This design comes from an exercise in tuning for small area on the open sky130 flow, not from production work. The RTL was checked by simulation tests, not by an equivalence proof against the original design. Power figures rest on the tool's default switching activity, not on a simulated workload.

--- flow/design.v ---
`timescale 1ns/1ps
module rob_dispatch (
    input  logic        alu_broadcast,
    input  logic        rst,
    input  logic        dispatch_valid,
    input  logic [6:0]  dispatch_opcode,
    input  logic [2:0]  dispatch_funct3,
    input  logic [4:0]  dispatch_rd,
    input  logic [31:0] dispatch_pc,
    input  logic        dispatch_predicted_taken,
    input  logic        flush,
    output logic [3:0]  alloc_tag,
    output logic [5:0]  alloc_info,
    output logic [31:0] alloc_pc4
);
    localparam logic [6:0] opc_store  = 7'b0100011;
    localparam logic [6:0] opc_branch = 7'b1100011;
    logic [3:0] tail;
    logic       is_st, is_br;
    assign alloc_tag = tail;
    always_ff @(posedge alu_broadcast) begin
        if (rst || flush) begin
            tail <= 4'd0;
        end else if (dispatch_valid) begin
            tail <= tail + 4'd1;
        end
    end
    assign is_st = (dispatch_opcode == opc_store);
    assign is_br = (dispatch_opcode == opc_branch);
    always_comb begin
        alloc_info[5]   = is_st | is_br;
        alloc_info[4]   = is_br | (!is_st && dispatch_rd[4]);
        alloc_info[3:2] = dispatch_rd[3:2];
        if (is_st) begin
            alloc_info[1:0] = {dispatch_funct3[1], !dispatch_funct3[1] && dispatch_funct3[0]};
        end else if (is_br) begin
            alloc_info[1:0] = {1'b0, dispatch_predicted_taken};
        end else begin
            alloc_info[1:0] = dispatch_rd[1:0];
        end
    end
    assign alloc_pc4 = dispatch_pc + 32'd4;
endmodule
`timescale 1ns/1ps
module rob_entry_table (
    input  logic        alu_broadcast,
    input  logic        rst,
    input  logic        alloc_we,
    input  logic [3:0]  alloc_tag,
    input  logic [5:0]  alloc_info,
    input  logic [31:0] alloc_pc4,
    input  logic        alu_wb_valid,
    input  logic [3:0]  alu_wb_tag,
    input  logic [31:0] alu_wb_value,
    input  logic [31:0] alu_wb_addr,
    input  logic        lsb_wb_valid,
    input  logic [3:0]  lsb_wb_tag,
    input  logic [31:0] lsb_wb_value,
    input  logic [31:0] lsb_wb_addr,
    input  logic [3:0]  head_tag,
    input  logic        retire,
    input  logic        flush,
    output logic        head_ready,
    output logic [5:0]  head_info,
    output logic [31:0] head_a,
    output logic [31:0] head_b
);
    localparam int rob_depth = 16;
    logic [rob_depth-1:0]       rdy_w;
    logic [rob_depth-1:0]       br_w;
    logic [rob_depth-1:0][5:0]  info_w;
    logic [rob_depth-1:0][31:0] a_w;
    logic [rob_depth-1:0][31:0] b_w;
    logic [rob_depth-1:0] sel_head, sel_alloc, sel_alu, sel_lsb;
    logic        alu_is_br;
    logic [31:0] alu_bus;
    logic        alu_we_a;
    assign alu_is_br = br_w[alu_wb_tag];
    assign alu_bus   = alu_is_br ? alu_wb_addr : alu_wb_value;
    assign alu_we_a  = !alu_is_br || alu_wb_value[0];
    always_comb begin
        for (int i = 0; i < rob_depth; i++) begin
            sel_head[i]  = (head_tag == 4'(i));
            sel_alloc[i] = alloc_we && (alloc_tag == 4'(i));
            sel_alu[i]   = alu_wb_valid && (alu_wb_tag == 4'(i));
            sel_lsb[i]   = lsb_wb_valid && (lsb_wb_tag == 4'(i));
        end
    end
    always_comb begin
        head_ready = 1'b0;
        head_info  = '0;
        head_a     = '0;
        head_b     = '0;
        for (int i = 0; i < rob_depth; i++) begin
            head_ready = head_ready | (sel_head[i] & rdy_w[i]);
            head_info  = head_info  | ({6{sel_head[i]}}  & info_w[i]);
            head_a     = head_a     | ({32{sel_head[i]}} & a_w[i]);
            head_b     = head_b     | ({32{sel_head[i]}} & b_w[i]);
        end
    end
    for (genvar i = 0; i < rob_depth; i++) begin : g_slot
        logic        rdy;
        logic [5:0]  info;
        logic [31:0] a, b;
        logic        we_pc, we_alu, we_lsb, hold_a;
        assign rdy_w[i]  = rdy;
        assign info_w[i] = info;
        assign a_w[i]    = a;
        assign b_w[i]    = b;
        assign br_w[i]   = info[5] & info[4];
        assign we_pc  = sel_alloc[i];
        assign we_alu = sel_alu[i] & alu_we_a;
        assign we_lsb = sel_lsb[i];
        assign hold_a = !(we_pc | we_alu | we_lsb);
        always_ff @(posedge alu_broadcast) begin
            if (rst || flush) begin
                rdy <= 1'b0;
            end else if (sel_alu[i] || sel_lsb[i]) begin
                rdy <= 1'b1;
            end else if (retire && sel_head[i]) begin
                rdy <= 1'b0;
            end
        end
        always_ff @(posedge alu_broadcast) begin
            if (sel_alloc[i]) begin
                info <= alloc_info;
            end
            a <= ({32{we_pc}}  & alloc_pc4)
               | ({32{we_alu}} & alu_bus)
               | ({32{we_lsb}} & lsb_wb_value)
               | ({32{hold_a}} & a);
            if (sel_lsb[i]) begin
                b[31:1] <= lsb_wb_addr[31:1];
            end
            b[0] <= (sel_lsb[i] & lsb_wb_addr[0])
                  | (sel_alu[i] & alu_wb_value[0])
                  | (!(sel_lsb[i] | sel_alu[i]) & b[0]);
        end
    end
endmodule
`timescale 1ns/1ps
module rob_commit (
    input  logic        alu_broadcast,
    input  logic        rst,
    input  logic        head_ready,
    input  logic [5:0]  head_info,
    input  logic [31:0] head_a,
    input  logic [31:0] head_b,
    input  logic        store_done,
    output logic [3:0]  head_tag,
    output logic        retire,
    output logic        flush,
    output logic        reg_commit_valid,
    output logic [4:0]  reg_commit_rd,
    output logic [3:0]  reg_commit_tag,
    output logic [31:0] reg_commit_value,
    output logic        store_req_valid,
    output logic [1:0]  store_req_size,
    output logic [31:0] store_req_addr,
    output logic [31:0] store_req_data,
    output logic        credit_return,
    output logic        redirect,
    output logic [31:0] redirect_pc
);
    logic        is_reg, is_st, is_br, mispredict;
    logic [4:0]  out_info;
    logic [31:0] out_a, out_b;
    assign is_reg     = !head_info[5];
    assign is_st      = head_info[5] & !head_info[4];
    assign is_br      = head_info[5] & head_info[4];
    assign mispredict = is_br & (head_b[0] ^ head_info[0]);
    assign retire = head_ready && !store_req_valid && !redirect;
    assign flush  = redirect;
    always_ff @(posedge alu_broadcast) begin
        if (rst) begin
            head_tag         <= 4'd0;
            reg_commit_valid <= 1'b0;
            store_req_valid  <= 1'b0;
            credit_return    <= 1'b0;
            redirect         <= 1'b0;
        end else begin
            if (redirect) begin
                head_tag <= 4'd0;
            end else if (retire) begin
                head_tag <= head_tag + 4'd1;
            end
            credit_return    <= retire;
            reg_commit_valid <= retire & is_reg;
            redirect         <= retire & mispredict;
            if (retire) begin
                store_req_valid <= is_st;
            end else if (store_done) begin
                store_req_valid <= 1'b0;
            end
        end
    end
    always_ff @(posedge alu_broadcast) begin
        if (retire) begin
            out_info <= head_info[4:0];
            out_a    <= head_a;
            out_b    <= head_b;
        end
    end
    assign reg_commit_rd    = out_info;
    assign reg_commit_tag   = head_tag - 4'd1;
    assign reg_commit_value = out_a;
    assign store_req_size   = out_info[1:0];
    assign store_req_addr   = out_b;
    assign store_req_data   = out_a;
    assign redirect_pc      = out_a;
endmodule
`timescale 1ns/1ps
module rob_top (
    input  logic        alu_broadcast,
    input  logic        rst,
    input  logic        dispatch_valid,
    input  logic [6:0]  dispatch_opcode,
    input  logic [2:0]  dispatch_funct3,
    input  logic [4:0]  dispatch_rd,
    input  logic [31:0] dispatch_pc,
    input  logic        dispatch_predicted_taken,
    input  logic        alu_wb_valid,
    input  logic [3:0]  alu_wb_tag,
    input  logic [31:0] alu_wb_value,
    input  logic [31:0] alu_wb_addr,
    input  logic        lsb_wb_valid,
    input  logic [3:0]  lsb_wb_tag,
    input  logic [31:0] lsb_wb_value,
    input  logic [31:0] lsb_wb_addr,
    input  logic        store_done,
    output logic        reg_commit_valid,
    output logic [4:0]  reg_commit_rd,
    output logic [3:0]  reg_commit_tag,
    output logic [31:0] reg_commit_value,
    output logic        store_req_valid,
    output logic [1:0]  store_req_size,
    output logic [31:0] store_req_addr,
    output logic [31:0] store_req_data,
    output logic        credit_return,
    output logic        redirect,
    output logic [31:0] redirect_pc
);
    logic [3:0]  alloc_tag;
    logic [5:0]  alloc_info;
    logic [31:0] alloc_pc4;
    logic        head_ready;
    logic [5:0]  head_info;
    logic [31:0] head_a;
    logic [31:0] head_b;
    logic [3:0]  head_tag;
    logic        retire;
    logic        flush;
    rob_dispatch u_dispatch (
        .alu_broadcast            (alu_broadcast),
        .rst                      (rst),
        .dispatch_valid           (dispatch_valid),
        .dispatch_opcode          (dispatch_opcode),
        .dispatch_funct3          (dispatch_funct3),
        .dispatch_rd              (dispatch_rd),
        .dispatch_pc              (dispatch_pc),
        .dispatch_predicted_taken (dispatch_predicted_taken),
        .flush                    (flush),
        .alloc_tag                (alloc_tag),
        .alloc_info               (alloc_info),
        .alloc_pc4                (alloc_pc4)
    );
    rob_entry_table u_entry_table (
        .alu_broadcast (alu_broadcast),
        .rst           (rst),
        .alloc_we      (dispatch_valid),
        .alloc_tag     (alloc_tag),
        .alloc_info    (alloc_info),
        .alloc_pc4     (alloc_pc4),
        .alu_wb_valid  (alu_wb_valid),
        .alu_wb_tag    (alu_wb_tag),
        .alu_wb_value  (alu_wb_value),
        .alu_wb_addr   (alu_wb_addr),
        .lsb_wb_valid  (lsb_wb_valid),
        .lsb_wb_tag    (lsb_wb_tag),
        .lsb_wb_value  (lsb_wb_value),
        .lsb_wb_addr   (lsb_wb_addr),
        .head_tag      (head_tag),
        .retire        (retire),
        .flush         (flush),
        .head_ready    (head_ready),
        .head_info     (head_info),
        .head_a        (head_a),
        .head_b        (head_b)
    );
    rob_commit u_commit (
        .alu_broadcast    (alu_broadcast),
        .rst              (rst),
        .head_ready       (head_ready),
        .head_info        (head_info),
        .head_a           (head_a),
        .head_b           (head_b),
        .store_done       (store_done),
        .head_tag         (head_tag),
        .retire           (retire),
        .flush            (flush),
        .reg_commit_valid (reg_commit_valid),
        .reg_commit_rd    (reg_commit_rd),
        .reg_commit_tag   (reg_commit_tag),
        .reg_commit_value (reg_commit_value),
        .store_req_valid  (store_req_valid),
        .store_req_size   (store_req_size),
        .store_req_addr   (store_req_addr),
        .store_req_data   (store_req_data),
        .credit_return    (credit_return),
        .redirect         (redirect),
        .redirect_pc      (redirect_pc)
    );
endmodule
--- flow/run.sh ---
#!/bin/bash
# synth_recipe.tcl (not shown) runs the flow's synth.tcl, then flattens the netlist and writes it again
# the make line also repeats each setting of config.mk as NAME=value (left out here)
make -C /OpenROAD-flow-scripts/flow DESIGN_CONFIG=/design/flow/config.mk WORK_HOME=/design/flow/orfs CLKGATE_MAP_FILE= SYNTH_SCRIPT=/design/flow/synth_recipe.tcl finish
--- flow/config.mk ---
export PLATFORM = sky130hd
export DESIGN_NAME = rob_top
export DESIGN_NICKNAME = rob_top
export VERILOG_FILES = /design/flow/design.v
export SDC_FILE = /design/flow/constraint.sdc
export NUM_CORES = 4
export LEC_CHECK = 0
export CAP_MARGIN = 20
export CORE_MARGIN = 2
export CORE_UTILIZATION = 40
export SLEW_MARGIN = 20
--- flow/constraint.sdc ---
create_clock -name core_clock -period 5.0 [get_ports {alu_broadcast}]
set_input_delay 1.0000 -clock core_clock [delete_from_list [all_inputs] [get_ports {alu_broadcast}]]
set_output_delay 1.0000 -clock core_clock [all_outputs]
set_load 0.01 [all_outputs]
==> flow_metrics.env <==
export IMPL_hold_end="u_entry_table.g_slot[4].b[0]"
export IMPL_layout_nets=4551
export IMPL_path_max_fanout=39
export IMPL_viasPerCell=7.39
export IMPL_die_x_um=361
export IMPL_wl_mm=232
export IMPL_utilization=0.481
export IMPL_initial_core_util=0.404
export IMPL_irDropWorstVdd_mv=0.383
export IMPL_syn_inst=4224
export IMPL_grt_usage=0.340
export IMPL_hold_path_class="register to register"
export IMPL_wire_per_inst_um=37.9
export IMPL_synth_compound_area_frac=0.255
export IMPL_ys_ff_latch=1217
export IMPL_syn2layout_area_growth_pct=19.1
export IMPL_overflow=0
export IMPL_path_clk_slew_ps=60
export IMPL_hold_ws_ps=450
export IMPL_crit_required_ps=4000
export IMPL_setup_ws_ps=1020
export IMPL_final_max_slew_viol_count=0
export IMPL_cts_max_level=4
export IMPL_antenna_found_initial=23
export IMPL_ys_flop_type="edfxtp_1"
export IMPL_yosys_cell_types_count=75
export IMPL_synth_area_mm2=0.0510
export IMPL_reg2reg_from="u_commit.head_tag[1]"
export IMPL_clk_latency_ps=790
export IMPL_clock_path_buffers=3
export IMPL_synth_edff_count=661
export IMPL_ys_warn_count=3
export IMPL_grt_pass1_vias=42250
export IMPL_worstSetupPathType="register to output port"
export IMPL_drive_gt1_frac=0.116
export IMPL_grt_max_degree=67
export IMPL_fp_dieArea_mm2=0.130
export IMPL_min_period_over_period=0.795
export IMPL_endpoint_kind="output port"
export IMPL_cts_root_buf="clkbuf_16"
export IMPL_grt_pass1_wl_mm=318
export IMPL_cts_repair_resize_count=0
export IMPL_p_leak_nw=20.3
export IMPL_outcome="no timing/DRC/antenna violations"
export IMPL_dieHeight_um=361
export IMPL_first_pass_iters=17
export IMPL_cts_setup_buffers=0
export IMPL_rows=130
export IMPL_postRouteAntennaNets=0
export IMPL_hpwlAfterDp_mm=121
export IMPL_cts_tree="yes"
export IMPL_drt_iter0_drc=11972
export IMPL_synth_simple_area_share=0.0544
export IMPL_ctsHoldBuffers=0
export IMPL_drc=0
export IMPL_vias=45223
export IMPL_io_pins=333
export IMPL_yosysSeqAreaShare=0.608
export IMPL_postPlaceCellArea_mm2=0.0563
export IMPL_min_period_ps=3980
export IMPL_port_buffers=331
export IMPL_cts_inserted_buffers=132
export IMPL_final_common_cell="edfxtp_1"
export IMPL_cap_violations=0
export IMPL_finClkSkew_ps=35.7
export IMPL_worst_pin_slew_ps=1220
export IMPL_whs_path_depth=2
export IMPL_synth_area_per_cell_um2=12.1
export IMPL_hold_start="u_entry_table.g_slot[4].b[0]"
export IMPL_arrival_ps=2980
export IMPL_synth_xor_xnor_area_share=0.00619
export IMPL_cp_start_kind="register"
export IMPL_cts_sink_count=1217
export IMPL_synth_nets=4424
export IMPL_core_mm2=0.126
export IMPL_synth_top_family_by_area="compound AO/OA/AOI/OAI gates"
export IMPL_fmax_mhz=251
export IMPL_rr_worst_depth=10
export IMPL_synth_adder_area_share=0.00246
export IMPL_gp_congestion=0.902
export IMPL_reg2reg_to="u_commit.out_b[4]"
export IMPL_rsz0062_at_grt="false"
export IMPL_power_density_mw_per_mm2=416
export IMPL_synthArstFlopShare=0
export IMPL_design_area_mm2=0.0607
export IMPL_rrSetupSlack_ps=1080
export IMPL_relSlewSlack=0.184
export IMPL_setup_tns_final_ps=0
export IMPL_post_synth_mux_area_share=0.0239
export IMPL_finalHoldViolCount=0
export IMPL_final_cell_mix="661 x edfxtp_1, 554 x dfxtp_1, 504 x o21ai_0, 472 x a222oi_1, 330 x clkdlybuf4s50_1"
export IMPL_setup_viol=0
export IMPL_post_place_ws_ps=615
==> critical path: stages, from the launching register on <==
cell	delay [ps]
dfxtp_4	770
buf_4	580
nor3_1	110
xor2_1	160
clkdlybuf4s50_1	570
==> per-layer routing <==
metal | up-vias | track usage | share of wire
met5 | - | 0.00666 | 0.00082
met4 | 29 | 0.193 | 0.070
met3 | 1129 | 0.116 | 0.15
met2 | 4299 | 0.503 | 0.42
met1 | 22102 | 0.432 | 0.36
li1 | 17664 | - | -
==> power breakdown <==
| group | leakage (nW) | switching, W | internal (W) | total, W |
|---|---|---|---|---|
| Clock | 2.11 | 0.00431 | 0.00564 | 0.00995 |
| Sequential | 10.6 | 0.000649 | 0.0118 | 0.0124 |
| Combinational | 7.55 | 0.00165 | 0.00123 | 0.00288 |
| Total | 20.3 | 0.00661 | 0.0187 | 0.0253 |
==> synth_stat cells, drive strengths merged, types with 6 or more instances <==
cell     count  area share
nor2       123      0.0091
nor3        20      0.0021
o2111ai      7      0.0012
and2        51      0.0063
mux2        28      0.0062
o21ai      537       0.053
nand3       58      0.0057
o22ai        7     0.00086
a22o        79       0.014
clkbuf     416       0.031
o31a        11      0.0019
o211ai       9      0.0013
nand2      162       0.012
a21boi      14      0.0021
ha          10      0.0025
nor4         9      0.0011
inv         24      0.0018
a2111oi     11      0.0025
edfxtp     661        0.39
a31oi       15      0.0018
buf        137       0.016
a22oi      267       0.039
xnor2       13      0.0022
xor2        23      0.0040
nand3b       7      0.0010
dfxtp      556        0.22
a222oi     472       0.093
o221ai      57      0.0098
a32o         7      0.0014
and3b        6      0.0010
a221oi     130       0.022
nand4       61      0.0075
a21oi       39      0.0038
nor2b        8     0.00098
or3          8     0.00098
and3        12      0.0015
a32oi       19      0.0033
mux2i       85       0.017
==> worst max path at each step <==
stage	start	to	slack (ps)	cells after the start
2_1_floorplan	u_commit.head_tag[1]	u_entry_table.g_slot[8].rdy	470	11
3_3_place_gp	alu_wb_tag[1]	u_entry_table.g_slot[0].a[19]	650	8
3_5_place_dp	alu_wb_tag[0]	u_entry_table.g_slot[0].a[19]	610	8
4_1_cts	u_commit.head_tag[2]	reg_commit_tag[3]	970	4
5_1_grt	u_commit.head_tag[2]	reg_commit_tag[3]	950	4
6_report	u_commit.head_tag[2]	reg_commit_tag[3]	1020	4
==> cell type report <==
cell class | instances | area, um^2
diodes | 13 | 32.5
clock buffers | 180 | 3590
clock inverters | 59 | 777
fillers | 11147 | 65400
inverters | 28 | 109
multi-input cells | 2426 | 17800
flip-flops and latches | 1217 | 31000
well taps | 1650 | 2060
repair buffers | 546 | 5300
==> cell families (layout without fill, tap and decap cells) <==
logic type,after synthesis,count (layout)
compound gates,1708,1708
xor+xnor,36,36
fa+ha+maj,10,10
buf+inv,581,813
flops,1217,1217
mux,114,114
other cells,0,13
simple gates,558,558
==> sequential cells by signal, indices dropped and copies added (netlist names) <==
signal                     count
u_commit.out_info              5
u_entry_table.g_slot.b       512
u_entry_table.g_slot.rdy      16
u_entry_table.g_slot.a       512
u_commit.redirect              1
u_commit.out_b                32
u_dispatch.tail                4
u_commit.credit_return         1
u_entry_table.g_slot.info     96
u_commit.head_tag              4
u_commit.store_req_valid       1
u_commit.out_a                32
u_commit.reg_commit_valid      1
==> metrics by stage <==
| stage | instances | power (W) |
|---|---|---|
| finish | 6119 | 0.0253 |
| global route | 6109 | 0.0260 |
| CTS | 6106 | 0.0251 |
| detailed placement | 5867 | 0.0153 |
| global placement | 5866 | 0.0152 |
| floorplan | 4224 | 0.0142 |

-- port drivers added, routing unchanged --
The results above use ideal ports. As a check the final layout listed here was re-extracted and re-timed, cells and wires unchanged.
Step 1: set_driving_cell puts a clkbuf_16 on alu_broadcast and a buf_2 on each other input, an assumption about the parent block.
Step 2, shift: input delay + t, output delay - t, t = (earliest + latest rising clock arrival at the registers) / 2. This alone moves slack from input paths to output paths.
Three values: ideal ports, drivers, drivers and shift; two values: the first two.
t (ns): 0.845
setup WS [ns]: 1.023 / 0.949 / 0.396
worst hold slack (ns): 0.450 / 0.450 / 0.450
After both steps setup and hold are still met in this run. For this run, drivers alone change the setup slack by -0.074 ns; drivers and shift together by -0.627 ns.
